Background: an optimization exercise with open tools, aiming at small area, a short achievable clock period and few clock cycles per item. Do not read the settings as production practice. Where RTL was checked, it was by simulation tests only, not by an equivalence proof against the original. No functional check of the RTL was part of runs 4 to 6. Power is estimated from default activity; no workload was simulated.

$ cat design/flow/flow/run.sh
#!/bin/bash
# The standard layout, with the port buffers made of buf_2 cells instead of the default
# delay buffer (every input and output port still gets its own buffer), and the timing
# repair aiming for 7 ns of setup slack at the design's clock period.
set -euo pipefail
bash standard.sh finish "BUFFER_PORTS_ARGS=-buffer_cell sky130_fd_sc_hd__buf_2" SETUP_SLACK_MARGIN=7 > standard_flow.log 2>&1
$ cat design/flow/standard.sh
#!/bin/bash
# synth_recipe.tcl (not shown) runs the flow's synth.tcl, then flattens the netlist and writes it again
# the make line also repeats each setting of config.mk as NAME=value (left out here)
make -C /OpenROAD-flow-scripts/flow DESIGN_CONFIG=/design/flow/config.mk WORK_HOME=/design/flow/orfs CLKGATE_MAP_FILE= SYNTH_SCRIPT=/design/flow/synth_recipe.tcl "${@:-finish}"
$ cat design/flow/config.mk
export PLATFORM = sky130hd
export DESIGN_NAME = multichannel_to_mono_pcm16_unit
export DESIGN_NICKNAME = multichannel_to_mono_pcm16_unit
export VERILOG_FILES = /design/flow/design.v
export SDC_FILE = /design/flow/constraint.sdc
export NUM_CORES = 4
export LEC_CHECK = 0
export ABC_AREA = 1
export CAP_MARGIN = 20
export CORE_MARGIN = 2
export CORE_UTILIZATION = 60
export CTS_BUF_LIST = sky130_fd_sc_hd__clkbuf_4 sky130_fd_sc_hd__clkbuf_8
export SLEW_MARGIN = 20
$ cat design/flow/constraint.sdc
create_clock -name core_clock -period 10.0 [get_ports {i_clk}]
set_input_delay 2.0000 -clock core_clock [delete_from_list [all_inputs] [get_ports {i_clk}]]
set_output_delay 2.0000 -clock core_clock [all_outputs]
set_load 0.01 [all_outputs]
$ cat design/flow/design.v
`default_nettype none
package mcmono_pkg;
    localparam int MAX_CHANNELS = 8;
    localparam int                 CFG_IDX_W    = 1;
    localparam int                 CFG_W        = 4;
    localparam int                 CFG_FMT_W    = 2;
    localparam int                 CFG_CH_W     = 4;
    localparam logic [CFG_IDX_W-1:0] CFG_FORMAT   = 1'd0;
    localparam logic [CFG_IDX_W-1:0] CFG_CHANNELS = 1'd1;
    localparam logic [CFG_FMT_W-1:0] FMT_INT16   = 2'd0;
    localparam logic [CFG_FMT_W-1:0] FMT_FLOAT32 = 2'd1;
    localparam logic [CFG_FMT_W-1:0] FMT_RESET   = FMT_FLOAT32;
    localparam logic [CFG_CH_W-1:0]  CH_RESET    = 4'd2;
    localparam int CH_W   = $clog2(MAX_CHANNELS + 1);
    localparam int POS_W  = (MAX_CHANNELS > 1) ? $clog2(MAX_CHANNELS) : 1;
    localparam int SUM_W  = 36;
    localparam int MAG_W  = SUM_W - 1;
    localparam int MUL_W  = 24 + $clog2(MAX_CHANNELS);
    localparam int PROD_W = MUL_W + 15;
    localparam int NUM_W  = MUL_W + 17;
    localparam int DIV_W  = 16 + $clog2(MAX_CHANNELS);
    localparam int CNT_W  = $clog2(DIV_W);
    localparam int FIFO_DEPTH = 2;
    localparam logic [14:0]        PCM_SCALE = 15'd32767;
    localparam logic signed [15:0] PCM_MAX   = 16'sh7FFF;
    localparam logic signed [15:0] PCM_MIN   = 16'sh8000;
    typedef struct packed {
        logic signed [SUM_W-1:0] sum;
        logic                    zero;
        logic                    is_int;
        logic [CH_W-1:0]         ch;
        logic                    pkt_end;
    } t_frame;
endpackage
`default_nettype wire
`default_nettype none
module mcmono_add #(
    parameter int W = 36
) (
    input  wire  [W-1:0] i_a,
    input  wire  [W-1:0] i_b,
    input  wire          i_ci,
    output logic [W-1:0] o_s,
    output logic         o_co
);
    localparam int N = W + 1;
    logic [N-1:0] g, p, cg, cp;
    always_comb begin
        g[0] = i_ci;
        p[0] = 1'b0;
        for (int i = 0; i < W; i++) begin
            g[i+1] = i_a[i] & i_b[i];
            p[i+1] = i_a[i] ^ i_b[i];
        end
        cg = g;
        cp = p;
        for (int l = 1; l < N; l = l * 2) begin
            for (int i = 2 * l - 1; i < N; i = i + 2 * l) begin
                cg[i] = cg[i] | (cp[i] & cg[i-l]);
                cp[i] = cp[i] & cp[i-l];
            end
        end
        for (int l = 64; l >= 1; l = l / 2) begin
            for (int i = 3 * l - 1; i < N; i = i + 2 * l) begin
                cg[i] = cg[i] | (cp[i] & cg[i-l]);
                cp[i] = cp[i] & cp[i-l];
            end
        end
        for (int i = 0; i < W; i++) begin
            o_s[i] = p[i+1] ^ cg[i];
        end
        o_co = cg[N-1];
    end
endmodule
`default_nettype wire
`default_nettype none
module multichannel_to_mono_pcm16_unit (
    input  wire         i_clk,
    input  wire         i_rst_n,
    input  wire         i_cfg_we,
    input  wire [0:0]   i_cfg_index,
    input  wire [3:0]   i_cfg_data,
    input  wire         i_in_valid,
    output logic        o_in_ready,
    input  wire  [31:0] i_sample_bits,
    input  wire         i_silent,
    input  wire         i_packet_last,
    output logic        o_out_valid,
    input  wire         i_out_ready,
    output logic signed [15:0] o_mono_sample,
    output logic        o_packet_end
);
    logic       r_int;       
    logic       r_bad;       
    logic [2:0] r_nm1;       
    logic       r_ready;
    logic [2:0] r_pos;
    logic       r_fsil;
    logic       r_fpend;
    logic [1:0] r_count;     
    logic       accept;
    logic [2:0] pos_n;
    logic [2:0] nm1_n;
    logic       last;
    logic       commit;
    logic       xfer;
    assign accept = i_rst_n && i_in_valid && r_ready;
    assign last   = (r_pos == r_nm1);
    assign commit = accept && last;
    assign xfer   = i_rst_n && o_out_valid && i_out_ready;
    logic [7:0]  e;
    logic        f_big;
    logic        f_hi;
    logic        f_lo;
    logic [23:0] f_sig;
    logic [30:0] f_s1;
    logic [24:0] f_low;
    logic [31:0] f_mag;
    logic [31:0] i_val;
    assign e     = i_sample_bits[30:23];
    assign f_sig = {1'b1, i_sample_bits[22:0]};
    assign f_s1  = {7'd0, f_sig} << e[2:0];
    always_comb begin
        case (e[4:3])
            2'd0:    f_low = 25'(f_s1 >> 30);
            2'd1:    f_low = 25'(f_s1 >> 22);
            2'd2:    f_low = 25'(f_s1 >> 14);
            default: f_low = 25'(f_s1 >> 6);
        endcase
    end
    assign f_big = e[7] && ((e[6:3] != 4'd0) || (e[2] && e[1])) &&
                   !((e == 8'hFF) && (i_sample_bits[22:0] != 23'd0));
    assign f_hi  = e[7] && (e[6:3] == 4'd0) && !(e[2] && e[1]);
    assign f_lo  = (e[7:5] == 3'b011) && !((e[4:3] == 2'b00) && (e[2:0] != 3'd7));
    assign f_mag = f_big ? 32'h8000_0000 :
                   f_hi  ? {1'b0, f_s1[28:0], 2'b00} :
                   f_lo  ? {7'd0, f_low} : 32'd0;
    assign i_val = {{7{i_sample_bits[15]}}, i_sample_bits[15:0], 9'b0};
    logic [31:0] v_op;
    logic        v_inv;
    logic        v_ext;
    logic        v_last;
    logic        v_zero;
    logic        v_pend;
    always_ff @(posedge i_clk) begin
        v_op    <= accept ? (r_int ? i_val : (f_mag ^ {32{i_sample_bits[31]}})) : 32'd0;
        v_inv   <= accept && !r_int && i_sample_bits[31];
        v_ext   <= accept && (r_int ? i_sample_bits[15] : i_sample_bits[31]);
        v_last  <= commit;
        v_zero  <= r_fsil || i_silent || r_bad;
        v_pend  <= r_fpend || i_packet_last;
    end
    logic [35:0] r_acc;
    logic [35:0] sum;
    logic [35:0] addend;
    logic [35:0] acc_in;
    logic        s_neg;
    logic        s_cyl;
    logic        s_cye;
    logic [3:0]  v_n;
    assign v_n    = {1'b0, r_nm1} + 4'd1;
    assign addend = {{4{v_ext}}, v_op};
    assign acc_in = r_acc;
    mcmono_add #(.W(36)) u_acc_add (
        .i_a  (acc_in),
        .i_b  (addend),
        .i_ci (v_inv),
        .o_s  (sum),
        .o_co ()
    );
    assign s_neg  = sum[35];
    assign s_cyl  = (sum[14:12] == 3'd0) && (sum[11:8] < v_n);
    assign s_cye  = (sum[14:12] == 3'd0) && (sum[11:8] == v_n) && (sum[7:0] == 8'd0);
    always_ff @(posedge i_clk) begin
        if (!i_rst_n) begin
            r_acc <= {24'd0, 4'd2, 8'd0};
        end else if (i_cfg_we || v_last) begin
            r_acc <= {24'd0, {1'b0, nm1_n} + 4'd1, 8'd0};
        end else begin
            r_acc <= sum;
        end
    end
    logic        p_valid;
    logic [27:0] p_b;            
    logic        p_bs;           
    logic [6:0]  p_hi;           
    logic        p_cy;
    logic [10:0] p_hx;
    logic        p_sat;
    logic        p_zero;
    logic        p_pend;
    logic [2:0]  p_nm1;
    logic        p_move;
    always_ff @(posedge i_clk) begin
        if (v_last) begin
            p_b    <= sum[27:0];
            p_bs   <= s_neg;
            p_cy   <= s_cyl || (s_cye && !s_neg);
            p_hi   <= sum[34:28];
            p_zero <= v_zero;
            p_pend <= v_pend;
            p_nm1  <= r_nm1;
        end
    end
    assign p_hx  = {p_hi, p_b[27:24]} ^ {11{p_bs}};
    assign p_sat = (p_hx[10:3] != 8'd0) || (p_hx[2:0] > p_nm1);
    logic [28:0] ys;
    logic [18:0] x;
    logic [17:0] xm;
    logic [14:0] xk;
    logic [17:0] p_m;
    logic [1:0]  p_k;
    logic        p_d1;
    logic [2:0]  p_dsel;         
    logic        fast;
    mcmono_add #(.W(29)) u_y_add (
        .i_a  ({p_b[27], p_b}),
        .i_b  ({{16{~p_b[27]}}, ~p_b[27:15]}),
        .i_ci (p_cy),
        .o_s  (ys),
        .o_co ()
    );
    assign x  = ys[27:9];
    always_comb begin
        case (p_nm1)
            3'd1, 3'd5: p_k = 2'd1;
            3'd3:       p_k = 2'd2;
            3'd7:       p_k = 2'd3;
            default:    p_k = 2'd0;
        endcase
        case (p_nm1)
            3'd0, 3'd1, 3'd3, 3'd7: p_d1 = 1'b1;
            default:                p_d1 = 1'b0;
        endcase
        case (p_nm1)
            3'd4:    p_dsel = 3'b010;
            3'd6:    p_dsel = 3'b100;
            default: p_dsel = 3'b001;
        endcase
    end
    assign xm   = x[17:0] ^ {18{p_bs}};
    always_comb begin
        case (p_k)
            2'd1:    xk = x[15:1];
            2'd2:    xk = x[16:2];
            2'd3:    xk = x[17:3];
            default: xk = x[14:0];
        endcase
    end
    assign fast = p_zero || p_sat || p_d1;
    assign p_m  = p_zero ? 18'd0 :
                  p_sat  ? {3'd0, !p_bs, 13'd0, 1'b1} | {4'd0, {13{!p_bs}}, 1'b0} :
                  p_d1   ? {3'd0, xk} :
                  (p_k == 2'd1) ? {1'b0, xm[17:1]} : xm;
    logic        o_valid;
    logic        o_busy;
    logic [14:0] o_sh;
    logic        o_sign;
    logic        o_pend;
    logic [2:0]  o_rem;
    logic [2:0]  o_dsel;         
    logic [2:0]  o_cnt;
    logic        out_take;
    assign out_take = !o_busy && (!o_valid || i_out_ready);
    assign p_move   = p_valid && out_take;
    function automatic logic [3:0] dstep(input logic [2:0] ds, input logic [2:0] r,
                                         input logic b);
        logic       q3, q5, q7;
        logic [2:0] r3, r5, r7;
        q3    = r[1] | (r[0] & b);
        r3[2] = 1'b0;
        r3[1] = (r[0] & ~b) | (r[1] & b);
        r3[0] = (~r[1] & ~r[0] & b) | (r[1] & ~b);
        q5    = r[2] | (r[1] & r[0]) | (r[1] & b);
        r5[2] = (~r[2] & r[1] & ~r[0] & ~b) | (r[2] & b);
        r5[1] = (~r[2] & ~r[1] & r[0]) | (r[1] & r[0] & b) | (r[2] & ~b);
        r5[0] = (~r[2] & ~r[1] & b) | (r[1] & r[0] & ~b) | (r[2] & ~b);
        q7    = r[2] | (r[1] & r[0] & b);
        r7[0] = b ^ q7;
        r7[1] = r[0] ^ (q7 & b);
        r7[2] = r[1] ^ (q7 & r[0] & b);
        dstep = ({4{ds[0]}} & {q3, r3}) | ({4{ds[1]}} & {q5, r5}) | ({4{ds[2]}} & {q7, r7});
    endfunction
    logic [3:0] ds0, ds1, ds2;
    assign ds0 = dstep(o_dsel, o_rem, o_sh[14]);
    assign ds1 = dstep(o_dsel, ds0[2:0], o_sh[13]);
    assign ds2 = dstep(o_dsel, ds1[2:0], o_sh[12]);
    always_ff @(posedge i_clk) begin
        if (!i_rst_n) begin
            o_valid <= 1'b0;
            o_busy  <= 1'b0;
        end else if (p_move) begin
            o_pend <= p_pend;
            o_sign <= !p_zero && p_bs;
            o_rem  <= p_m[17:15];
            o_sh   <= p_m[14:0];
            o_dsel <= p_dsel;
            o_cnt  <= 3'd4;
            if (fast) begin
                o_valid <= 1'b1;
                o_busy  <= 1'b0;
            end else begin
                o_valid <= 1'b0;
                o_busy  <= 1'b1;
            end
        end else if (o_busy) begin
            o_sh  <= {o_sh[11:0], {ds0[3], ds1[3], ds2[3]} ^ {3{o_sign}}};
            o_rem <= ds2[2:0];
            o_cnt <= o_cnt - 3'd1;
            if (o_cnt == 3'd0) begin
                o_busy  <= 1'b0;
                o_valid <= 1'b1;
            end
        end else if (i_out_ready) begin
            o_valid <= 1'b0;
        end
    end
    assign o_out_valid   = o_valid;
    assign o_mono_sample = {o_sign, o_sh};
    assign o_packet_end  = o_pend;
    logic [1:0] count_n;
    logic       int_n;
    logic       bad_n;
    always_comb begin
        int_n = r_int;
        bad_n = r_bad;
        nm1_n = r_nm1;
        pos_n = r_pos;
        if (i_cfg_we) begin
            if (i_cfg_index == 1'b0) begin
                int_n = (i_cfg_data[1:0] == 2'd0);
                bad_n = i_cfg_data[1];
            end else begin
                nm1_n = (i_cfg_data == 4'd0) ? 3'd0 :
                        (i_cfg_data > 4'd8)  ? 3'd7 : 3'(i_cfg_data - 4'd1);
            end
            pos_n = 3'd0;
        end else if (accept) begin
            pos_n = last ? 3'd0 : r_pos + 3'd1;
        end
        count_n = r_count + {1'b0, commit} - {1'b0, xfer};
    end
    logic nl_acc;
    logic nl_cfg;
    logic notlast_n;
    logic cnt2_n;
    logic ready_n;
    assign nl_acc    = last ? (r_nm1 != 3'd0) : (r_pos + 3'd1 != r_nm1);
    assign nl_cfg    = i_cfg_index[0] ? (i_cfg_data[3:1] != 3'd0) : (r_nm1 != 3'd0);
    assign notlast_n = i_cfg_we ? nl_cfg : (accept ? nl_acc : !last);
    assign cnt2_n    = !xfer && (r_count[1] || (r_count[0] && accept && last));
    assign ready_n   = !cnt2_n || notlast_n;
    always_ff @(posedge i_clk) begin
        if (!i_rst_n) begin
            r_int   <= 1'b0;
            r_bad   <= 1'b0;
            r_nm1   <= 3'd1;
            r_pos   <= 3'd0;
            r_fsil  <= 1'b0;
            r_fpend <= 1'b0;
            r_count <= 2'd0;
            r_ready <= 1'b1;
            p_valid <= 1'b0;
        end else begin
            r_int   <= int_n;
            r_bad   <= bad_n;
            r_nm1   <= nm1_n;
            r_pos   <= pos_n;
            r_count <= count_n;
            r_ready <= ready_n;
            if (i_cfg_we || (accept && last)) begin
                r_fsil  <= 1'b0;
                r_fpend <= 1'b0;
            end else if (accept) begin
                r_fsil  <= r_fsil || i_silent;
                r_fpend <= r_fpend || i_packet_last;
            end
            if (v_last) begin
                p_valid <= 1'b1;
            end else if (p_move) begin
                p_valid <= 1'b0;
            end
        end
    end
    assign o_in_ready = r_ready;
endmodule
`default_nettype wire
==> results of run 1 <==
registers in the layout, indices dropped and copies added, names as in the netlist, 2 cells and up:
name,count
o_cnt,3
o_dsel,3
o_rem,3
o_sh,15
p_b,28
p_hi,7
p_nm1,3
r_acc,36
r_count,2
r_nm1,3
r_pos,3
v_op,32
routing by layer:
layer / share of wire, % / global-route usage, %
met2: 46 / 53.64
met1: 42 / 46.37
met4: 3.8 / 12.56
met3: 8.6 / 6.573
met5: 0 / 0
cell families (layout without fill, tap and decap cells):
logic type	after synthesis	in the layout	synth area share, %
AOI/OAI and AO/OA	343	343	17.54
xor gates and xnor gates	59	59	4.472
adders and majority gates	105	105	13.12
buffers and inverters	235	401	8.575
DFF	157	157	33.09
muxes	7	7	0.6063
and+or+nand+nor	599	601	22.60
worst register-to-register path: stages (launching register included):
cell and delay [ps]:
edfxtp_1 430, inv_2 90, ha_4 190, a21oi_2 140, o21ai_2 80, nand3_1 80, and2_4 160, o21ai_4 80
nand3_2 120, o2111ai_4 150, buf_4 190, buf_6 110, fa_2 390, xnor2_2 260, buf_4 160, buf_4 110
xor2_2 150, nand2_1 80, a31oi_2 250, o21ai_1 80
area by class of cell:
type | instances | area, µm²
multi-input combinational | 1115 | 8352
sequential | 157 | 3831
fill | 1190 | 3540
timing repair buffer | 184 | 1583
inverter | 179 | 762.0
tap | 260 | 325.3
clock buffer | 18 | 241.5
clock inverter | 14 | 148.9
timing repair inverter | 6 | 47.55
report_power, final:
group,leakage [nW],internal [mW],switching [mW],total (mW)
Sequential,1.36,0.693,0.0195,0.712
Clock,0.198,0.209,0.265,0.474
Combinational,5.11,0.167,0.247,0.414
worst paths after layout:
path	depth (start not counted)	to
worst max-delay path	19	o_sh[7]
worst min-delay path	0	p_pend
worst max register to register	19	o_sh[7]
worst min register to register	0	p_pend
repair_timing:
action                     in CTS  in global routing
cloned                         13                  0
buffers inserted               78                 37
resized for setup             219                179
setup endpoints to repair     128                100
pin swaps                      97                118
hold buffers                    0                  0
stage by stage:
step / util [%] / power, mW / hold slack, ps / cell area, µm² / worst slack (ps)
5_1_grt: 81.20 / 1.662 / 435.8 / 15290 / 6273
3_5_place_dp: 64.86 / 0.9989 / 389.5 / 12210 / 5607
3_3_place_gp: 64.86 / 0.9951 / 390.8 / 12210 / 5563
4_1_cts: 75.36 / 1.533 / 413.0 / 14190 / 6510
2_1_floorplan: - / 0.9212 / 385.5 / 11930 / 6596
6_report: 81.20 / 1.600 / 415.2 / 15290 / 6432
placed cells by master, fill, tap and decap left out, types with 8 or more instances in the layout:
master	n
buf_2	50
o22ai_1	11
nor2_2	10
nor2_4	8
nor2_1	78
nand4_1	10
o211ai_1	23
o21ai_0	57
nand2_2	56
fa_1	14
xnor2_1	9
o21ai_2	43
a21oi_1	61
clkinvlp_4	8
buf_6	23
xnor2_2	8
o21ai_1	39
inv_1	141
inv_2	20
a21oi_2	15
inv_6	8
dfxtp_1	83
o21ai_4	21
nand2_1	297
clkbuf_8	17
ha_4	14
ha_1	60
or2_2	13
fa_2	13
buf_4	95
nand2_4	12
nand3_1	55
edfxtp_1	68
xor2_1	32
nand3_2	23
==> flow_summary.toml, run 1 <==
[worst_setup_path]
crit_path_top_delay_cell = "edfxtp_1"
path_buf_inv = 5
crit_chain = "inv_2, ha_4, a21oi_2, o21ai_2, nand3_1, and2_4, o21ai_4, nand3_2, o2111ai_4, buf_4, buf_6, fa_2, xnor2_2, buf_4, buf_4, xor2_2, nand2_1, a31oi_2, o21ai_1"
crit_top_cell = "buf_4"
startpoint_type = "register"
reg2reg_slack_ps = 6430
crit_start = "p_b[17]"
crit_family = "compound AO/OA/AOI/OAI gates"
crit_required_ps = 10200
critPathMaxFanout = 4
end_kind = "register"
slowest_delay_ps = 430
cp.arrival_ps = 3760
regToRegStartpoint = "p_b[17]"
worst-setup-path-type = "reg -> reg"

[drt]
drt_first_iter_violations = 1130
drt-total-wl_um = 36780
first_pass_iters = 8
viasPerCell = 6.086
drc = 0
dr_total_vias = 11764
ant_nets = 0
wl_per_cell_um = 19.03

[floorplanning]
die_area_um2 = 20390
die_w_um = 142.8
start_util_pct = 61.37
core_um2 = 18830
die_y_um = 142.8
fp-row-count = 50
pin_count = 63

[synth]
synth_top_area_cell = "edfxtp_1"
avgSynthCellArea_um2 = 7.678
syn_inst = 1505
synth_enable_flop_cells = 68
ys_ff_latch = 157
synth_ff_type = "dfxtp_1"
ys_seq_area_share_pct = 33.09
syn_area_um2 = 11560
synth.most_common_cell = "nand2_1"
ys_warn_count = 3
ys_types = 61
synthTopCellsByCount = "nand2_1, inv_1, o21ai_0, dfxtp_1, nor2_1"
ys_top_cells_by_area = "edfxtp_1, dfxtp_1, nand2_1, ha_1, o21ai_0"
async_flop_share_pct = 0
synth_top_area_share_pct = 17.67
synth_nets = 1654

[grt]
grt_antenna_before_repair = 0
grt_pass1_wl_um = 54070
grt_usage_pct = 33.91
grt-ovfl-total = 0
grt_pass1_vias = 10670
grt_max_degree = 45

[clock_network]
cts_tree = "yes"
clk_latency_ps = 470
clkTransAtPathRegs_ps = 100
ctsLongestPathBuffers = 2
cts_root_buf = "clkbuf_8"
htree_levels = 4
cts_made_buffers = 17
cts.sinks = 157

[min_path]
hp-start = "v_pend"
hp-class = "reg -> reg"

[flow_run]
drv_cap = 0

[finish]
final_cells = 1933
diodes = 0
drive_above_1_share_pct = 34.25
fin_nets = 1809
syn2layout_area_growth_pct = 32.32

[sta]
drv_slew = 0
period_needed_ps = 3568
slew_headroom_pct = 28.81
period_share_pct = 35.68
hold_violations = 0
fin_worst_skew_ps = 21.96
fmax_mhz = 280.3
worstMarginPinSlew_ps = 1068
setup_viol = 0
grt_setup_unrepaired = "yes"
tns_ps = 0

[power_and_ir_drop]
vdd_drop_max_mv = 0.08223
power.leakage_nw = 6.660
p_per_area_nw_per_um2 = 104.6

[placement]
place_inst = 1773
place_congestion = 1.016
port_buffers = 62
dp_hpwl_um = 23660

[status]
status = "timing/DRC/antenna clean"
Testbench counts, summed over its fixed seeds: cycles 14,010, frames 3,072.
==> run 2: changes to the inputs <==
==> design/flow/flow/run.sh (replaced) <==
#!/bin/bash
# The standard layout, with the port buffers made of buf_2 cells instead of the default
# delay buffer (every input and output port still gets its own buffer), and the timing
# repair aiming for 6.4 ns of setup slack at the design's clock period.
set -euo pipefail
bash standard.sh finish "BUFFER_PORTS_ARGS=-buffer_cell sky130_fd_sc_hd__buf_2" SETUP_SLACK_MARGIN=6.4 > standard_flow.log 2>&1
==> run 2 against run 1 <==
  * Core utilization down 13 points
  * Clock skew down 5.2 ps
  * Worst setup slack better by 63 ps
  * Cell count down 4.9%
  * Maximum frequency up 1.8%
  * Clock-buffer cell count unchanged
  * Routed wire length down 22%
  * Combinational power down 34%
  * Register-to-register slack better by 80 ps
  * Critical path type is now in -> reg
  * Critical endpoint is now v_op[1]
==> flow_summary.toml, run 2 <==
[synth]
synth.most_common_cell = "nand2_1"
avgSynthCellArea_um2 = 7.678
ys_types = 61
ys_seq_area_share_pct = 33.09
synth_top_area_share_pct = 17.67
synth_nets = 1654
async_flop_share_pct = 0
syn_area_um2 = 11560
ys_ff_latch = 157
synth_ff_type = "dfxtp_1"
synth_top_area_cell = "edfxtp_1"
synth_enable_flop_cells = 68
ys_warn_count = 3
ys_top_cells_by_area = "edfxtp_1, dfxtp_1, nand2_1, ha_1, o21ai_0"
syn_inst = 1505
synthTopCellsByCount = "nand2_1, inv_1, o21ai_0, dfxtp_1, nor2_1"

[worst_setup_path]
worst-setup-path-type = "in -> reg"
end_kind = "register"
crit_path_top_delay_cell = "o221ai_1"
critPathMaxFanout = 32
r2r_end = "o_sh[14]"
crit_required_ps = 10390
reg2reg_slack_ps = 6510
path_buf_inv = 2
cp.arrival_ps = 3890
startpoint_type = "primary input"
r2r_cells = 15
regToRegStartpoint = "p_b[27]"
crit_top_cell = "o21ai_0"
crit_family = "compound AO/OA/AOI/OAI gates"
slowest_delay_ps = 320
crit_chain = "buf_6, clkinvlp_4, o21ai_0, mux2i_1, nand2_1, o21ai_0, o221ai_1, nand4_1, a21oi_1"

[finish]
nFillCells = 1632
final_common_cell = "nand2_1"
final_area_um2 = 12910
reg.largest.list = "r_acc x36, v_op x32, p_b x28"
largest-register = "r_acc"
largest_reg_flops = 36
drive_above_1_share_pct = 16.10
diodes = 0
syn2layout_area_growth_pct = 11.70
layout_common_cells = "nand2_1, inv_1, o21ai_0"
fin_nets = 1714

[min_path]
min_path_cells = 1
min_to = "v_zero"
hp-start = "r_bad"
hp-class = "reg -> reg"

[drt]
drt_first_iter_violations = 699
drt-total-wl_um = 28720
wl_per_cell_um = 15.62
first_pass_iters = 5
viasPerCell = 5.651
ant_nets = 0
dr_total_vias = 10386
drc = 0

[clock_network]
htree_levels = 4
cts_hold_buffers = 0
clk_latency_ps = 460
ctsLongestPathBuffers = 2
cts.sinks = 157
cts_made_buffers = 17
clkTransAtPathRegs_ps = 90
cts_tree = "yes"
cts_root_buf = "clkbuf_8"

[sta]
tns_ps = 0
period_needed_ps = 3505
setup_viol = 0
fin_worst_skew_ps = 16.79
slew_headroom_pct = 47.08
fmax_mhz = 285.3
grt_setup_unrepaired = "yes"
worstMarginPinSlew_ps = 792.9
hold_violations = 0
drv_slew = 0
period_share_pct = 35.05

[floorplanning]
fp-row-count = 50
start_util_pct = 61.37
die_w_um = 142.8
pin_count = 63
core_um2 = 18830
die_y_um = 142.8
die_area_um2 = 20390

[power_and_ir_drop]
p_per_area_nw_per_um2 = 111.9
vdd_drop_max_mv = 0.09039
power.leakage_nw = 5.857

[placement]
place_congestion = 0.9960
dp_hpwl_um = 21560
port_buffers = 62
placed_area_um2 = 11910

[grt]
grt_max_degree = 45
grt_pass1_vias = 9798
grt_pass1_wl_um = 46490
grt_antenna_before_repair = 0
grt-ovfl-total = 0
grt_usage_pct = 28.62

[flow_run]
drv_cap = 0

[status]
status = "timing/DRC/antenna clean"
[run 2: cell counts after synthesis]
Identical to the previous run, type by type.
[run 2: power by group]
group,leakage (nW),switching [mW],internal (mW)
Sequential,1.35,0.0168,0.692
Combinational,4.30,0.175,0.101
Clock,0.201,0.271,0.189
Total,5.86,0.463,0.982
[run 2: cell families after synthesis]
logic type,Yosys count,share of synthesized area [%]
mux,7,0.6063
buf+inv,235,8.575
simple gates,599,22.60
xor+xnor,59,4.472
flops,157,33.09
compound gates,343,17.54
fa+ha+maj,105,13.12
[run 2: how the worst max path moves through the flow]
| stage | startpoint | end | slack, ps | cells past startpoint |
|---|---|---|---|---|
| 3_5_place_dp | i_sample_bits[23] | v_op[23] | 5670 | 11 |
| 5_1_grt | p_b[27] | o_sh[14] | 6310 | 16 |
| 6_report | i_sample_bits[23] | v_op[1] | 6490 | 9 |
| 2_1_floorplan | p_b[27] | o_sh[12] | 6430 | 16 |
| 4_1_cts | p_b[27] | o_sh[6] | 6410 | 16 |
| 3_3_place_gp | i_sample_bits[23] | v_op[10] | 5650 | 12 |
[run 2: stage by stage]
stage / worst slack, ps / instances / util, % / total power [mW] / hold WS (ps)
2_1_floorplan: 6428 / 1505 / - / 0.9068 / 385.5
3_3_place_gp: 5654 / 1775 / 63.25 / 0.9725 / 403.1
3_5_place_dp: 5665 / 1775 / 63.25 / 0.9757 / 416.7
4_1_cts: 6406 / 1817 / 66.15 / 1.436 / 436.0
5_1_grt: 6310 / 1838 / 68.55 / 1.517 / 441.9
6_report: 6495 / 1838 / 68.55 / 1.445 / 446.2
[run 2: per-layer routing]
metal	share of wire [%]	global-route usage [%]
met1	42	34.46
met2	50	51.52
met3	4.8	4.628
met4	3.3	10.53
met5	0	0
[run 2: layout make-up]
cell class	instances	area (µm²)	area share, %
Multi-Input combinational cell	1114	7096	54.97
Clock inverter	14	153.9	1.192
Inverter	179	685.7	5.312
Tap cell	260	325.3	2.520
Clock buffer	18	241.5	1.871
Sequential cell	157	3825	29.63
Timing Repair inverter	3	20.02	0.1551
Timing Repair Buffer	93	561.8	4.352
[run 2: repair_timing]
action,4_1_cts,5_1_grt
gates resized for setup,22,73
setup buffers,7,20
pin swaps,2,32
gates cloned,3,1
endpoints found under the setup margin,63,52
==> run 3: changes to the inputs <==
==> design/flow/flow/run.sh (replaced) <==
#!/bin/bash
# The standard layout, with the port buffers made of buf_2 cells instead of the default
# delay buffer (every input and output port still gets its own buffer), and the timing
# repair aiming for 6.6 ns of setup slack at the design's clock period.
set -euo pipefail
bash standard.sh finish "BUFFER_PORTS_ARGS=-buffer_cell sky130_fd_sc_hd__buf_2" SETUP_SLACK_MARGIN=6.6 > standard_flow.log 2>&1
==> run 3 against run 2 <==
  * Combinational power increased by 5%
  * Die area stayed put
  * Sequential share of layout area is 0.84 points lower
  * Worst hold slack got worse by 32 ps
  * Critical path depth is 10 higher
  * Clock skew rose by 6.5 ps
  * Non-clock buffer count grew 20
  * Largest cell class unchanged
  * Highest routed layer unchanged
==> flow_summary.toml, run 3 <==
[status]
status = "timing/DRC/antenna clean"

[worst_setup_path]
crit_top_cell = "nand2_1"
cp.arrival_ps = 3650
regToRegStartpoint = "p_b[2]"
critPathMaxFanout = 5
slowest_delay_ps = 630
crit_path_top_delay_cell = "fa_2"
crit_required_ps = 10220
end_kind = "register"
crit_chain = "ha_4, nand2_1, o21ai_1, nand3_1, and2_4, o21ai_4, nand3_2, o2111ai_4, nand3_2, nand2_2, inv_2, fa_2, xor2_2, nand2_1, o21ai_1, nand2_1, o21ai_1, nand2_1, a22o_1"
worst-setup-path-type = "reg -> reg"
crit_start = "p_b[2]"
startpoint_type = "register"
reg2reg_slack_ps = 6570

[sta]
hold_ws_ps = 413.9
grt_setup_unrepaired = "yes"
worstMarginPinSlew_ps = 827.2
drv_slew = 0
fmax_mhz = 292.0
setup_viol = 0
slew_headroom_pct = 44.79
period_share_pct = 34.25
fin_worst_skew_ps = 23.25
period_needed_ps = 3425
tns_ps = 0
hold_violations = 0

[synth]
syn_area_um2 = 11560
synthTopCellsByCount = "nand2_1, inv_1, o21ai_0, dfxtp_1, nor2_1"
ys_warn_count = 3
syn_inst = 1505
synth_top_area_share_pct = 17.67
synth_ff_type = "dfxtp_1"
async_flop_share_pct = 0
synth_nets = 1654
ys_types = 61
avgSynthCellArea_um2 = 7.678
ys_ff_latch = 157
synth.most_common_cell = "nand2_1"
ys_seq_area_share_pct = 33.09
ys_top_cells_by_area = "edfxtp_1, dfxtp_1, nand2_1, ha_1, o21ai_0"
synth_enable_flop_cells = 68
synth_top_area_cell = "edfxtp_1"

[grt]
grt_max_degree = 45
grt_usage_pct = 28.22
grt_pass1_wl_um = 45500
grt_pass1_vias = 9655
grt-ovfl-total = 0
grt_antenna_before_repair = 0

[floorplanning]
fp-row-count = 50
core_um2 = 18830
pin_count = 63
die_area_um2 = 20390
die_w_um = 142.8
die_y_um = 142.8
start_util_pct = 61.37

[finish]
layout_common_cells = "nand2_1, inv_1, o21ai_0"
fin_nets = 1735
nFillCells = 1583
drive_above_1_share_pct = 19.51
largest-register = "r_acc"
syn2layout_area_growth_pct = 14.95
largest_reg_flops = 36
multi_input_area_um2 = 7301
final_cells = 1859
regArea_um2 = 3825
final_area_um2 = 13280
diodes = 0
finish.utilization_pct = 70.54
reg.largest.list = "r_acc x36, v_op x32, p_b x28"
final_common_cell = "nand2_1"

[drt]
dr_total_vias = 10423
first_pass_iters = 8
drc = 0
wl_per_cell_um = 15.60
drt_first_iter_violations = 645
ant_nets = 0
drt-total-wl_um = 29000
viasPerCell = 5.607

[clock_network]
cts_made_buffers = 17
cts_hold_buffers = 0
cts.sinks = 157
cts_root_buf = "clkbuf_8"
ctsLongestPathBuffers = 2
htree_levels = 4
clk_latency_ps = 480
clkTransAtPathRegs_ps = 110
cts_tree = "yes"

[min_path]
hp-start = "v_pend"
hp-class = "reg -> reg"

[placement]
dp_hpwl_um = 21220
placed_area_um2 = 11990
port_buffers = 62
place_inst = 1775
place_congestion = 0.9401

[power_and_ir_drop]
p_per_area_nw_per_um2 = 110.9
power.leakage_nw = 5.986
vdd_drop_max_mv = 0.09465

[flow_run]
drv_cap = 0
[run 3: cell count changes in the layout (fill, tap and decap cells not counted), moves of 4 or more]
cell,previous run,this run
buf_4,31,51
o21ai_0,115,100
o21ai_1,41,54
inv_1,163,156
nand2_1,344,337
clkinv_8,4,0
ha_1,71,67
inv_2,9,13
nand2_4,3,7
nand3_4,1,5
[run 3: per-layer routing]
metal	up-vias	share of wire (%)	GRT usage (%)
met5	-	0	0
met4	0	4.6	15.27
met3	86	4.1	4.125
met2	306	49	49.09
met1	4777	42	33.68
li1	5254	-	-
[run 3: path summary, 6_finish.rpt]
check        endpoint  cells past startpoint
max          o_sh[14]                     19
min            p_pend                      0
min reg2reg    p_pend                      0
max reg2reg  o_sh[14]                     19
[run 3: what timing repair did]
| action | CTS | global route |
|---|---|---|
| setup buffers | 14 | 33 |
| gates cloned | 4 | 1 |
| resized for setup | 38 | 110 |
| pin swaps | 10 | 57 |
| endpoints found under the setup margin | 74 | 50 |
[run 3: layout make-up]
cell class                      count  share of cell area, %
Timing Repair inverter              4                 0.2072
Sequential cell                   157                  28.79
Clock inverter                     12                 0.9419
Tap cell                          260                  2.449
Clock buffer                       20                  1.931
Timing Repair Buffer              113                  5.444
Inverter                          179                  5.275
Multi-Input combinational cell   1114                  54.96
[run 3: logic make-up after synthesis]
family                   synth area share (%)
AO/OA/AOI/OAI                           17.54
XOR/XNOR                                4.472
adder cells (fa/ha/maj)                 13.12
buffers and inverters                   8.575
flip-flops                              33.09
multiplexers                           0.6063
AND/OR/NAND/NOR                         22.60
[run 3: critical path: cells and delay by family, from the launching register on]
family / cells / cell delay (ps)
compound gates: 6 / 790
xor+xnor: 1 / 170
fa+ha+maj: 2 / 930
buf+inv: 1 / 50
flops: 1 / 440
simple gates: 9 / 780
[run 3: per-stage QoR]
| stage | power, mW | setup WS [ps] |
|---|---|---|
| after floorplan | 0.9091 | 6596 |
| after global placement | 0.9733 | 5633 |
| after detailed placement | 0.9764 | 5645 |
| after CTS | 1.452 | 6603 |
| after global routing | 1.544 | 6388 |
| final | 1.473 | 6575 |
[run 3: power breakdown]
part	leakage (nW)	internal [mW]	switching [mW]
Combinational	4.43	0.110	0.181
Sequential	1.35	0.692	0.0166
Clock	0.202	0.213	0.261
==> run 4: changes to the inputs <==
--- a/design/flow/design.v
+++ b/design/flow/design.v
@@ -158,4 +158,6 @@
     logic        s_cyl;
     logic        s_cye;
+    logic [10:0] s_hx;
+    logic        s_sat;
     logic [3:0]  v_n;
     assign v_n    = {1'b0, r_nm1} + 4'd1;
@@ -171,4 +173,6 @@
     assign s_neg  = sum[35];
     assign s_cyl  = (sum[14:12] == 3'd0) && (sum[11:8] < v_n);
+    assign s_hx   = sum[34:24] ^ {11{s_neg}};
+    assign s_sat  = (s_hx[10:3] != 8'd0) || (s_hx[2:0] > r_nm1);
     assign s_cye  = (sum[14:12] == 3'd0) && (sum[11:8] == v_n) && (sum[7:0] == 8'd0);
     always_ff @(posedge i_clk) begin
@@ -184,7 +188,5 @@
     logic [27:0] p_b;            
     logic        p_bs;           
-    logic [6:0]  p_hi;           
     logic        p_cy;
-    logic [10:0] p_hx;
     logic        p_sat;
     logic        p_zero;
@@ -197,5 +199,5 @@
             p_bs   <= s_neg;
             p_cy   <= s_cyl || (s_cye && !s_neg);
-            p_hi   <= sum[34:28];
+            p_sat  <= s_sat;
             p_zero <= v_zero;
             p_pend <= v_pend;
@@ -203,6 +205,4 @@
         end
     end
-    assign p_hx  = {p_hi, p_b[27:24]} ^ {11{p_bs}};
-    assign p_sat = (p_hx[10:3] != 8'd0) || (p_hx[2:0] > p_nm1);
     logic [28:0] ys;
     logic [18:0] x;
==> design/flow/flow/run.sh (replaced) <==
#!/bin/bash
# The standard layout, with the port buffers made of buf_2 cells instead of the default
# delay buffer (every input and output port still gets its own buffer), and the timing
# repair aiming for 6.5 ns of setup slack at the design's clock period.
set -euo pipefail
bash standard.sh finish "BUFFER_PORTS_ARGS=-buffer_cell sky130_fd_sc_hd__buf_2" SETUP_SLACK_MARGIN=6.5 > standard_flow.log 2>&1
==> run 4 against run 3 <==
  * Synthesized cell count fell by 2.2%
  * Sequential share of layout area fell by 0.69 points
  * Flip-flop and latch count fell by 6
  * Register-to-register slack got worse by 130 ps
  * Routed wire length rose by 2.8%
  * Non-clock buffer count fell by 11
  * Area after synthesis fell by 1.9%
  * Largest power group unchanged
  * Highest routed layer unchanged
  * Core utilization fell by 0.97 points
  * Maximum frequency fell by 3.8%
  * Critical path depth fell by 2
  * First-iteration DRC count rose by 23%
==> flow_summary.toml, run 4 <==
[drt]
dr_total_vias = 10282
drt_first_iter_violations = 792
wl_met1_um = 12220
drc = 0
wl_per_cell_um = 16.65
routed.top_layer = "met4"
drt-total-wl_um = 29820
wl_met3_um = 1180
ant_nets = 0
viasPerCell = 5.741
wl_met2_um = 15070
first_pass_iters = 7

[power_and_ir_drop]
vdd_drop_max_mv = 0.1005
comb_power_share_pct = 21.3
clockPowerShare_pct = 31.6
p_sw_share_pct = 30.69
p_sw_uw = 444.1
power_mw = 1.447
p_int_mw = 1.003
p_seq_share_pct = 47.1
p_per_area_nw_per_um2 = 111.6
power.leakage_nw = 5.844

[sta]
period_share_pct = 35.60
grt_setup_unrepaired = "yes"
period_needed_ps = 3560
setup_viol = 0
timing.final.ws_setup_ps = 6440
tns_ps = 0
hold_violations = 0
fin_worst_skew_ps = 11.17
worstMarginPinSlew_ps = 786.9
hold_ws_ps = 416.6
slew_headroom_pct = 47.54
drv_slew = 0
fmax_mhz = 280.9

[clock_network]
clkTransAtPathRegs_ps = 80
cts.sinks = 151
ctsLongestPathBuffers = 2
cts_made_buffers = 17
htree_levels = 4
cts_tree = "yes"
clk_latency_ps = 460
cts_root_buf = "clkbuf_8"

[floorplanning]
pin_count = 63
core_um2 = 18640
die_w_um = 141.5
fp-row-count = 50
die_area_um2 = 20010
start_util_pct = 60.82
die_y_um = 141.5

[grt]
grt_antenna_before_repair = 0
grt_max_degree = 40
grt-ovfl-total = 0
grt_usage_pct = 29.42
grt_pass1_wl_um = 46510
grt_pass1_vias = 9536

[placement]
place_worst_setup_slack_ps = 5655
place_congestion = 0.9442
dp_hpwl_um = 21840
placed_area_um2 = 11730
port_buffers = 62

[synth]
synth_ff_type = "dfxtp_1"
avgSynthCellArea_um2 = 7.703
ys_warn_count = 3
ys_seq_area_share_pct = 32.13
synth_top_area_share_pct = 16.42
ys_ff_latch = 151
syn_area_um2 = 11340
synth.most_common_cell = "nand2_1"
ys_top_cells_by_area = "edfxtp_1, dfxtp_1, nand2_1, ha_1, inv_1"
ys_types = 59
async_flop_share_pct = 0
synth_top_area_cell = "edfxtp_1"
synthTopCellsByCount = "nand2_1, inv_1, o21ai_0, nor2_1, dfxtp_1"
syn_inst = 1472
synth_enable_flop_cells = 62
synth_nets = 1621

[status]
status = "timing/DRC/antenna clean"

[flow_run]
drv_cap = 0

[worst_setup_path]
startpoint_type = "register"
critPathMaxFanout = 3
crit_chain = "inv_2, fa_2, o21ai_4, nand4_1, nand2_2, nand3b_1, nand2_2, a31o_4, a31oi_4, fa_2, xor2_4, xor2_1, ha_1, a21oi_2, o21ai_1, nand2_1, nand3_2"
slowest_delay_ps = 410
worst-setup-path-type = "reg -> reg"
end_kind = "register"
crit_path_top_delay_cell = "fa_2"
cp.arrival_ps = 3760
crit_required_ps = 10200
crit_family = "adder cells"
path_buf_inv = 1

[min_path]
hp-class = "reg -> reg"

[finish]
final_area_um2 = 12970
diodes = 0
final_common_cell = "nand2_1"
largest-register = "r_acc"
fin_nets = 1693
syn2layout_area_growth_pct = 14.40
drive_above_1_share_pct = 19.20
reg.largest.list = "r_acc x36, v_op x32, p_b x28"
largest_reg_flops = 36
layout_common_cells = "nand2_1, inv_1, o21ai_0"
[run 4: changes by cell type in the layout (fill, tap and decap cells not counted), sizes merged, moves of 6 or more]
cell and delta:
a21o +8, buf -11, edfxtp -6, inv +15, nand2 -39, nand4 +9, o21ai -19, or2 -6
[run 4: power groups by stage]
stage / clock (mW) / sequential (mW) / combinational (mW)
6_report: 0.457 / 0.682 / 0.308
5_1_grt: 0.487 / 0.684 / 0.344
4_1_cts: 0.461 / 0.682 / 0.285
3_5_place_dp: 0 / 0.696 / 0.272
3_3_place_gp: 0 / 0.696 / 0.267
2_1_floorplan: 0 / 0.690 / 0.201
[run 4: per-stage QoR]
step	instances	util, %
finish	1791	69.58
detailed placement	1719	62.91
global placement	1719	62.91
floorplan	1472	-
global route	1791	69.58
CTS	1771	66.84
[run 4: final cells by class]
| cell class | count | area [µm²] |
|---|---|---|
| timing repair inverter | 3 | 17.52 |
| timing repair buffer | 102 | 674.4 |
| clock inverter | 10 | 91.34 |
| clock buffer | 22 | 290.3 |
| sequential | 151 | 3645 |
| fill | 1576 | 5672 |
| tap | 234 | 292.8 |
| multi-input combinational | 1075 | 7214 |
| inverter | 194 | 745.7 |
[run 4: logic make-up after synthesis]
logic type,share of synthesized area [%]
AOI/OAI and AO/OA,17.88
xor gates and xnor gates,4.866
adders and majority gates,13.37
buffers and inverters,8.795
DFF,32.13
muxes,0.7063
and+or+nand+nor,22.25
[run 4: worst reg2reg max path: stages, from the launching register on]
cell and delay (ps):
dfxtp_2 350, inv_2 40, fa_2 410, o21ai_4 190, nand4_1 120, nand2_2 110, nand3b_1 90, nand2_2 150
a31o_4 210, a31oi_4 90, fa_2 410, xor2_4 180, xor2_1 170, ha_1 350, a21oi_2 140, o21ai_1 80
nand2_1 110, nand3_2 90
[run 4: layer usage]
metal	GRT usage (%)	vias to the layer above
met5	0	-
met4	14.74	0
met3	3.847	69
met2	51.48	311
met1	35.71	4784
li1	-	5118
[run 4: timing repair]
| item | in CTS | in global routing |
|---|---|---|
| hold buffers | 0 | 0 |
| resized for setup | 49 | 74 |
| buffers inserted | 17 | 18 |
| pin swaps | 31 | 35 |
| cloned | 3 | 2 |
| endpoints found under the setup margin | 70 | 46 |
[run 4: final timing paths]
kind,startpoint,endpoint,slack (ps),depth (start not counted)
worst min register to register,v_zero,p_zero,420,0
worst max register to register,v_op[0],p_sat,6440,17
worst min-delay path,v_zero,p_zero,420,0
worst max-delay path,v_op[0],p_sat,6440,17
==> run 5: changes to the inputs <==
--- a/design/flow/design.v
+++ b/design/flow/design.v
@@ -144,5 +144,5 @@
     logic        v_pend;
     always_ff @(posedge i_clk) begin
-        v_op    <= accept ? (r_int ? i_val : (f_mag ^ {32{i_sample_bits[31]}})) : 32'd0;
+        v_op    <= accept ? (r_int ? i_val : f_mag) : 32'd0;
         v_inv   <= accept && !r_int && i_sample_bits[31];
         v_ext   <= accept && (r_int ? i_sample_bits[15] : i_sample_bits[31]);
@@ -158,9 +158,7 @@
     logic        s_cyl;
     logic        s_cye;
-    logic [10:0] s_hx;
-    logic        s_sat;
     logic [3:0]  v_n;
     assign v_n    = {1'b0, r_nm1} + 4'd1;
-    assign addend = {{4{v_ext}}, v_op};
+    assign addend = {{4{v_ext}}, v_op ^ {32{v_inv}}};
     assign acc_in = r_acc;
     mcmono_add #(.W(36)) u_acc_add (
@@ -173,6 +171,4 @@
     assign s_neg  = sum[35];
     assign s_cyl  = (sum[14:12] == 3'd0) && (sum[11:8] < v_n);
-    assign s_hx   = sum[34:24] ^ {11{s_neg}};
-    assign s_sat  = (s_hx[10:3] != 8'd0) || (s_hx[2:0] > r_nm1);
     assign s_cye  = (sum[14:12] == 3'd0) && (sum[11:8] == v_n) && (sum[7:0] == 8'd0);
     always_ff @(posedge i_clk) begin
@@ -188,5 +184,7 @@
     logic [27:0] p_b;            
     logic        p_bs;           
+    logic [6:0]  p_hi;           
     logic        p_cy;
+    logic [10:0] p_hx;
     logic        p_sat;
     logic        p_zero;
@@ -199,5 +197,5 @@
             p_bs   <= s_neg;
             p_cy   <= s_cyl || (s_cye && !s_neg);
-            p_sat  <= s_sat;
+            p_hi   <= sum[34:28];
             p_zero <= v_zero;
             p_pend <= v_pend;
@@ -205,8 +203,8 @@
         end
     end
-    logic [28:0] ys;
+    assign p_hx  = {p_hi, p_b[27:24]} ^ {11{p_bs}};
+    assign p_sat = (p_hx[10:3] != 8'd0) || (p_hx[2:0] > p_nm1);
     logic [18:0] x;
     logic [17:0] xm;
-    logic [14:0] xk;
     logic [17:0] p_m;
     logic [1:0]  p_k;
@@ -214,12 +212,31 @@
     logic [2:0]  p_dsel;         
     logic        fast;
-    mcmono_add #(.W(29)) u_y_add (
-        .i_a  ({p_b[27], p_b}),
-        .i_b  ({{16{~p_b[27]}}, ~p_b[27:15]}),
+    logic [12:0] y_lo;
+    logic        c13;
+    logic [14:0] y_inc;
+    logic [14:0] y_dec;
+    logic [14:0] y_hi;
+    mcmono_add #(.W(13)) u_y_add (
+        .i_a  (p_b[12:0]),
+        .i_b  (~p_b[27:15]),
         .i_ci (p_cy),
-        .o_s  (ys),
-        .o_co ()
+        .o_s  (y_lo),
+        .o_co (c13)
     );
-    assign x  = ys[27:9];
+    always_comb begin
+        logic all1;
+        logic all0;
+        all1 = 1'b1;
+        all0 = 1'b1;
+        for (int i = 0; i < 15; i++) begin
+            y_inc[i] = p_b[13+i] ^ all1;
+            y_dec[i] = p_b[13+i] ^ all0;
+            all1     = all1 & p_b[13+i];
+            all0     = all0 & ~p_b[13+i];
+        end
+    end
+    assign y_hi = (p_b[27] && c13)   ? y_inc :
+                  (!p_b[27] && !c13) ? y_dec : p_b[27:13];
+    assign x    = {y_hi, y_lo[12:9]};
     always_comb begin
         case (p_nm1)
@@ -240,17 +257,8 @@
     end
     assign xm   = x[17:0] ^ {18{p_bs}};
-    always_comb begin
-        case (p_k)
-            2'd1:    xk = x[15:1];
-            2'd2:    xk = x[16:2];
-            2'd3:    xk = x[17:3];
-            default: xk = x[14:0];
-        endcase
-    end
     assign fast = p_zero || p_sat || p_d1;
     assign p_m  = p_zero ? 18'd0 :
-                  p_sat  ? {3'd0, !p_bs, 13'd0, 1'b1} | {4'd0, {13{!p_bs}}, 1'b0} :
-                  p_d1   ? {3'd0, xk} :
-                  (p_k == 2'd1) ? {1'b0, xm[17:1]} : xm;
+                  p_sat  ? {3'd0, 14'h3FFF, !p_bs} :
+                  (!p_d1 && (p_k == 2'd1)) ? {1'b0, xm[17:1]} : xm;
     logic        o_valid;
     logic        o_busy;
@@ -261,4 +269,7 @@
     logic [2:0]  o_dsel;         
     logic [2:0]  o_cnt;
+    logic [1:0]  o_k;
+    logic [17:0] o_m;
+    logic [14:0] o_q;
     logic        out_take;
     assign out_take = !o_busy && (!o_valid || i_out_ready);
@@ -295,4 +306,5 @@
             o_rem  <= p_m[17:15];
             o_sh   <= p_m[14:0];
+            o_k    <= (p_zero || p_sat || !p_d1) ? 2'd0 : p_k;
             o_dsel <= p_dsel;
             o_cnt  <= 3'd4;
@@ -305,5 +317,5 @@
             end
         end else if (o_busy) begin
-            o_sh  <= {o_sh[11:0], {ds0[3], ds1[3], ds2[3]} ^ {3{o_sign}}};
+            o_sh  <= {o_sh[11:0], ds0[3], ds1[3], ds2[3]};
             o_rem <= ds2[2:0];
             o_cnt <= o_cnt - 3'd1;
@@ -316,6 +328,15 @@
         end
     end
+    assign o_m = {o_rem, o_sh};
+    always_comb begin
+        case (o_k)
+            2'd1:    o_q = o_m[15:1];
+            2'd2:    o_q = o_m[16:2];
+            2'd3:    o_q = o_m[17:3];
+            default: o_q = o_m[14:0];
+        endcase
+    end
     assign o_out_valid   = o_valid;
-    assign o_mono_sample = {o_sign, o_sh};
+    assign o_mono_sample = {o_sign, o_q ^ {15{o_sign}}};
     assign o_packet_end  = o_pend;
     logic [1:0] count_n;
==> design/flow/flow/run.sh (replaced) <==
#!/bin/bash
# The standard layout, with the port buffers made of buf_2 cells instead of the default
# delay buffer: every input and output port still gets its own buffer.
set -euo pipefail
bash standard.sh finish "BUFFER_PORTS_ARGS=-buffer_cell sky130_fd_sc_hd__buf_2" > standard_flow.log 2>&1
--- a/design/flow/config.mk
+++ b/design/flow/config.mk
@@ -6,5 +6,4 @@
 export NUM_CORES = 4
 export LEC_CHECK = 0
-export ABC_AREA = 1
 export CAP_MARGIN = 20
 export CORE_MARGIN = 2
==> run 5 against run 4 <==
  * Still clean
  * Register-to-register slack got worse by 1100 ps
  * Maximum frequency fell by 23%
  * Critical path depth rose by 3
  * Cell count fell by 12%
  * Design area fell by 1.1%
  * Combinational power fell by about 20%
  * Core utilization fell by 3.9 points
  * Largest cell class unchanged
  * Largest power group unchanged
==> flow_summary.toml, run 5 <==
[status]
status = "timing/DRC/antenna clean"

[clock_network]
clkTransAtPathRegs_ps = 90
clk_latency_ps = 460
ctsResizeCount = 0
cts_root_buf = "clkbuf_8"
cts_hold_buffers = 0
cts.sinks = 159
cts_tree = "yes"
cts_made_buffers = 17
post_cts_buffers = 0
htree_levels = 4
ctsLongestPathBuffers = 2

[grt]
grt_usage_pct = 27.57
grt_pass1_wl_um = 46600
grt_antenna_before_repair = 0
grt_pass1_vias = 9200
grt_max_degree = 56
grt-ovfl-total = 0

[finish]
layout_common_cells = "nand2_1, inv_1, ha_1"
regArea_um2 = 3885
reg.largest.list = "r_acc x36, v_op x32, p_b x28"
syn2layout_area_growth_pct = 6.938
final_common_cell = "nand2_1"
fin_nets = 1460
diodes = 0
multi_input_area_um2 = 7407
largest-register = "r_acc"
nFillCells = 1693
largest_reg_flops = 36
drive_above_1_share_pct = 11.97

[min_path]
min_to = "p_zero"
hp-class = "reg -> reg"
hp-start = "v_zero"
min_path_cells = 0

[synth]
ys_warn_count = 3
ys_types = 83
avgSynthCellArea_um2 = 9.289
synth_enable_flop_cells = 70
syn_area_um2 = 11990
async_flop_share_pct = 0
ys_ff_latch = 159
synth_ff_type = "dfxtp_1"
synth.most_common_cell = "nand2_1"
ys_top_cells_by_area = "edfxtp_1, dfxtp_1, ha_1, mux4_2, xor2_1"
ys_seq_area_share_pct = 32.39
syn_inst = 1291
synthTopCellsByCount = "nand2_1, inv_1, ha_1, dfxtp_1, nor2_1"
synth_top_area_cell = "edfxtp_1"
synth_nets = 1444
synth_top_area_share_pct = 17.53

[sta]
period_needed_ps = 4653
worstMarginPinSlew_ps = 949.2
tns_ps = 0
fin_worst_skew_ps = 16.13
fmax_mhz = 214.9
period_share_pct = 46.53
slew_headroom_pct = 36.72
hold_violations = 0
setup_viol = 0
drv_slew = 0
grt_setup_unrepaired = "no"
timing.final.ws_setup_ps = 5347

[placement]
port_buffers = 62
place_congestion = 0.9289
dp_hpwl_um = 21980
place_worst_setup_slack_ps = 4813

[floorplanning]
die_y_um = 145.4
pin_count = 63
core_um2 = 19530
die_w_um = 145.4
start_util_pct = 61.41
die_area_um2 = 21130
fp-row-count = 51

[worst_setup_path]
reg2reg_slack_ps = 5350
crit_required_ps = 10320
crit_start = "v_inv"
worst-setup-path-type = "reg -> reg"
end_kind = "register"
r2r_cells = 20
critPathMaxFanout = 27
startpoint_type = "register"
cp.arrival_ps = 4970
regToRegStartpoint = "v_inv"
r2r_end = "p_cy"

[drt]
ant_nets = 0
wl_per_cell_um = 18.13
drc = 0
viasPerCell = 5.965
first_pass_iters = 5
drt-total-wl_um = 28740
dr_total_vias = 9454
drt_first_iter_violations = 600

[power_and_ir_drop]
power_mw = 1.483
p_per_area_nw_per_um2 = 115.7
power.leakage_nw = 5.559
vdd_drop_max_mv = 0.08988

[flow_run]
drv_cap = 0
==> run 5: cells by family after synthesis <==
kind of cell	count (synthesis)	synth area share, %
AOI/OAI and AO/OA	281	15.60
xor gates and xnor gates	98	7.273
adders and majority gates	110	12.65
buffers and inverters	178	5.843
DFF	159	32.39
muxes	87	10.50
and+or+nand+nor	378	15.76
==> run 5: through the flow <==
step / utilization (%) / hold WS (ps) / instances / cell area (µm²)
global placement: 63.42 / 386.0 / 1553 / 12380
floorplan: - / 385.5 / 1291 / 11990
detailed placement: 63.42 / 393.3 / 1553 / 12380
finish: 65.67 / 410.7 / 1585 / 12820
CTS: 65.67 / 404.9 / 1585 / 12820
global route: 65.67 / 416.4 / 1585 / 12820
==> run 5: cell type report <==
class	instances	share of cell area [%]
multi-input combinational	954	57.76
sequential	159	30.30
inverter	106	3.103
timing repair buffer	69	2.830
tap	265	2.586
clock buffer	20	2.098
clock inverter	12	1.327
==> run 5: critical path, cell delays in order, from the launching register on <==
cell      delay, ps
dfxtp_1         490
buf_4           440
xor2_1          180
ha_1            270
a21oi_1         130
o21ai_0         150
a21oi_1         180
nor2b_1          70
o21a_1          170
nor2_1           90
o21bai_1         80
a21o_1          180
a21o_1          190
fa_1            400
xor2_1          200
ha_1            310
nand4_1         110
or3_1           400
nor4_1          220
a311oi_1         80
a21oi_1         160
==> run 5: worst max-delay path by stage <==
stage	end	slack [ps]	cells past startpoint
after floorplan	p_cy	5690	21
after global placement	v_op[3]	4910	8
after detailed placement	v_op[2]	4810	8
after CTS	v_op[2]	5320	8
after global routing	p_cy	4980	20
final	p_cy	5350	20
==> run 5: report_power, final <==
part / internal (mW) / switching [mW] / total [mW]
registers: 0.694 / 0.0118 / 0.706
clock network: 0.271 / 0.260 / 0.531
logic: 0.0994 / 0.147 / 0.247
==> run 5: metal layers <==
layer / track usage [%] / vias to the layer above / wire [µm]
met1: 33.90 / 4457 / 12050
met3: 3.605 / 46 / 1239
met4: 9.608 / 0 / 703
li1: - / 4698 / -
met5: 0 / - / 0
met2: 49.88 / 253 / 14750
==> run 6: changes to the inputs <==
--- a/design/flow/design.v
+++ b/design/flow/design.v
@@ -144,5 +144,5 @@
     logic        v_pend;
     always_ff @(posedge i_clk) begin
-        v_op    <= accept ? (r_int ? i_val : f_mag) : 32'd0;
+        v_op    <= accept ? (r_int ? i_val : (f_mag ^ {32{i_sample_bits[31]}})) : 32'd0;
         v_inv   <= accept && !r_int && i_sample_bits[31];
         v_ext   <= accept && (r_int ? i_sample_bits[15] : i_sample_bits[31]);
@@ -160,5 +160,5 @@
     logic [3:0]  v_n;
     assign v_n    = {1'b0, r_nm1} + 4'd1;
-    assign addend = {{4{v_ext}}, v_op ^ {32{v_inv}}};
+    assign addend = {{4{v_ext}}, v_op};
     assign acc_in = r_acc;
     mcmono_add #(.W(36)) u_acc_add (
==> run 6 against run 5 <==
  * Worst setup slack improved by 160 ps
  * Clock-buffer cell count decreased by 2
  * Via count increased by 1.5%
  * Clock power decreased by 3%
  * Combinational power decreased by 4%
  * Routed wire length decreased by 2.5%
  * Die area unchanged
  * Register-to-register slack improved by 160 ps
  * Worst hold slack improved by 5.4 ps
  * Critical endpoint is now o_rem[1]
==> flow_summary.toml, run 6 <==
[synth]
syn_inst = 1296
ys_ff_latch = 159
syn_area_um2 = 11990
yosys.area_share.simple_pct = 18.00
synth-xor-area-share_pct = 6.500
synth-compound-area-share_pct = 15.90
synthAdderAreaFrac_pct = 12.81
ys_top_cells_by_area = "edfxtp_1, dfxtp_1, ha_1, mux4_2, nand2_1"
synth_enable_flop_cells = 70
synth_ff_type = "dfxtp_1"
ys_warn_count = 3
ys_types = 85
avgSynthCellArea_um2 = 9.253
synth_nets = 1450
synth_top_family_by_area = "simple AND/OR/NAND/NOR gates"
synthTopCellsByCount = "nand2_1, nor2_1, ha_1, dfxtp_1, a21oi_1"
ys_seq_area_share_pct = 32.39
synth.most_common_cell = "nand2_1"
synthMuxAreaShare_pct = 9.735
synth_top_area_cell = "edfxtp_1"
async_flop_share_pct = 0
synth_top_area_share_pct = 17.53

[floorplanning]
pin_count = 63
die_y_um = 145.4
fp-row-count = 51
die_w_um = 145.4
start_util_pct = 61.41
die_area_um2 = 21130
core_um2 = 19530

[finish]
fin_nets = 1466
reg.largest.list = "r_acc x36, v_op x32, p_b x28"
largest_reg_flops = 36
syn2layout_area_growth_pct = 6.834
nFillCells = 1713
largest-register = "r_acc"
finish.utilization_pct = 65.61
drive_above_1_share_pct = 12.83
final_area_um2 = 12810
diodes = 0
final_common_cell = "nand2_1"
layout_common_cells = "nand2_1, nor2_1, ha_1"

[clock_network]
clk_latency_ps = 470
clkTransAtPathRegs_ps = 90
cts_made_buffers = 17
htree_levels = 4
post_cts_buffers = 0
cts.sinks = 159
cts_hold_buffers = 0
cts_tree = "yes"
ctsResizeCount = 0
cts_root_buf = "clkbuf_8"
ctsLongestPathBuffers = 2

[power_and_ir_drop]
power.leakage_nw = 5.490
vdd_drop_max_mv = 0.1011
power_mw = 1.466
p_per_area_nw_per_um2 = 114.4

[worst_setup_path]
crit_required_ps = 10220
critPathMaxFanout = 17
cp.arrival_ps = 4710
end_kind = "register"
startpoint_type = "register"
worst-setup-path-type = "reg -> reg"

[drt]
first_pass_iters = 5
drc = 0
dr_total_vias = 9598
viasPerCell = 6.036
ant_nets = 0
drt_first_iter_violations = 699
drt-total-wl_um = 28020
wl_per_cell_um = 17.62

[placement]
place_congestion = 0.9856
dp_hpwl_um = 21380
port_buffers = 62
placed_area_um2 = 12370

[grt]
grt_max_degree = 51
grt-ovfl-total = 0
grt_pass1_wl_um = 46430
grt_antenna_before_repair = 0
grt_pass1_vias = 9255
grt_usage_pct = 26.94

[sta]
setup_viol = 0
grt_setup_unrepaired = "no"
slew_headroom_pct = 25.51
period_share_pct = 44.88
worstMarginPinSlew_ps = 1113
hold_violations = 0
drv_slew = 0
period_needed_ps = 4488
fmax_mhz = 222.8
tns_ps = 0
hold_ws_ps = 416.1
fin_worst_skew_ps = 16.87

[flow_run]
drv_cap = 0

[min_path]
hp-class = "reg -> reg"

[status]
status = "timing/DRC/antenna clean"
## run 6: changes by cell type in the layout (fill, tap and decap cells not counted), moves of 8 or more
| cell | before | now |
|---|---|---|
| mux2i_1 | 47 | 36 |
| a41oi_1 | 0 | 21 |
| xor2_1 | 64 | 48 |
| xnor2_1 | 33 | 41 |
| or3_1 | 4 | 16 |
| o22ai_1 | 31 | 17 |
| inv_1 | 104 | 61 |
| nand3_1 | 23 | 32 |
| and3_1 | 16 | 35 |
| o21ai_0 | 43 | 51 |
| nand2_1 | 106 | 129 |
| or2_2 | 4 | 13 |
## run 6: layout make-up
cell class                 count  area (µm²)  area share [%]
multi-input combinational   1002        7560           59.01
sequential                   159        3885           30.33
timing repair buffer          69       362.8           2.832
tap                          265       331.6           2.588
clock buffer                  18       247.7           1.934
inverter                      63       236.5           1.846
clock inverter                14       187.7           1.465
## run 6: cell families (layout without fill, tap and decap cells)
logic type / Yosys count / after routing
flip-flops: 159 / 159
multiplexers: 77 / 77
buffers and inverters: 135 / 164
XOR/XNOR: 89 / 89
AND/OR/NAND/NOR: 439 / 439
AO/OA/AOI/OAI: 286 / 286
adder cells (fa/ha/maj): 111 / 111
## run 6: metal layers
layer	track usage, %	vias up	share of wire [%]
met5	0	-	0
met2	47.49	209	50
met4	9.412	0	2.5
met3	3.354	51	3.4
li1	-	4772	-
met1	34.30	4566	44
## run 6: final timing paths
| check | to | slack [ps] | start | cells past startpoint |
|---|---|---|---|---|
| max | o_rem[1] | 5510 | o_sh[14] | 16 |
| min | p_zero | 420 | v_zero | 0 |
| max reg2reg | o_rem[1] | 5510 | o_sh[14] | 16 |
| min reg2reg | p_zero | 420 | v_zero | 0 |
## run 6: worst max-delay path, stage by stage, from the launching register on
cell and delay, ps:
edfxtp_1 670, nand2_1 140, o21bai_1 200, ha_1 220, and2b_1 200, o21ai_2 220, and4_1 420, o21bai_1 150
ha_1 220, nor2_1 100, a21oi_1 50, a21oi_1 600, o31ai_1 190, ha_1 250, and3_1 160, o31a_1 230
a211o_1 230
## run 6: stage by stage
step	cells	setup slack (ps)
finish	1590	5512
global route	1590	5117
CTS	1590	5569
detailed placement	1558	5511
global placement	1558	5534
floorplan	1296	6014
## run 6: power by group
part / switching [mW] / internal [mW] / total (mW)
logic: 0.140 / 0.0961 / 0.237
registers: 0.0156 / 0.698 / 0.714
clock network: 0.272 / 0.243 / 0.515
total: 0.428 / 1.04 / 1.47

==> afterwards: timing with drivers on the ports <==
The results above use ideal ports. As a check the final layouts listed here were re-extracted and re-timed, cells and wires unchanged. Step 1, drivers: a clkbuf_16 drives i_clk and a buf_2 each remaining input, both assumed. Step 2, shift: input delay + t, output delay - t, t = (earliest + latest rising clock arrival at the registers) / 2. This alone moves slack from input paths to output paths. Slacks: ideal / step 1 / step 2; pairs: ideal / step 1.
run | shift t [ns] | setup WS [ns] | hold slack, ns | latest minus earliest clock arrival (ns) | worst data-port slew with drivers (ns)
run 1 | 0.497 | 6.432 / 6.432 / 6.131 | 0.415 / 0.415 / 0.415 | 0.023 / 0.023 | 0.24
run 2 | 0.495 | 6.495 / 6.497 / 6.002 | 0.446 / 0.446 / 0.446 | 0.016 / 0.017 | 0.04
run 3 | 0.507 | 6.575 / 6.575 / 6.235 | 0.414 / 0.414 / 0.414 | 0.026 / 0.026 | 0.06
run 4 | 0.498 | 6.440 / 6.440 / 6.081 | 0.417 / 0.417 / 0.417 | 0.013 / 0.013 | 0.16
run 5 | 0.494 | 5.347 / 5.347 / 5.132 | 0.411 / 0.411 / 0.411 | 0.016 / 0.016 | 0.03
run 6 | 0.503 | 5.512 / 5.512 / 5.448 | 0.416 / 0.416 / 0.416 | 0.017 / 0.016 | 0.03
After both steps setup and hold are still met in every run listed. For run 2, which loses most, drivers alone change the setup slack by +0.002 ns; drivers and shift together by -0.493 ns.
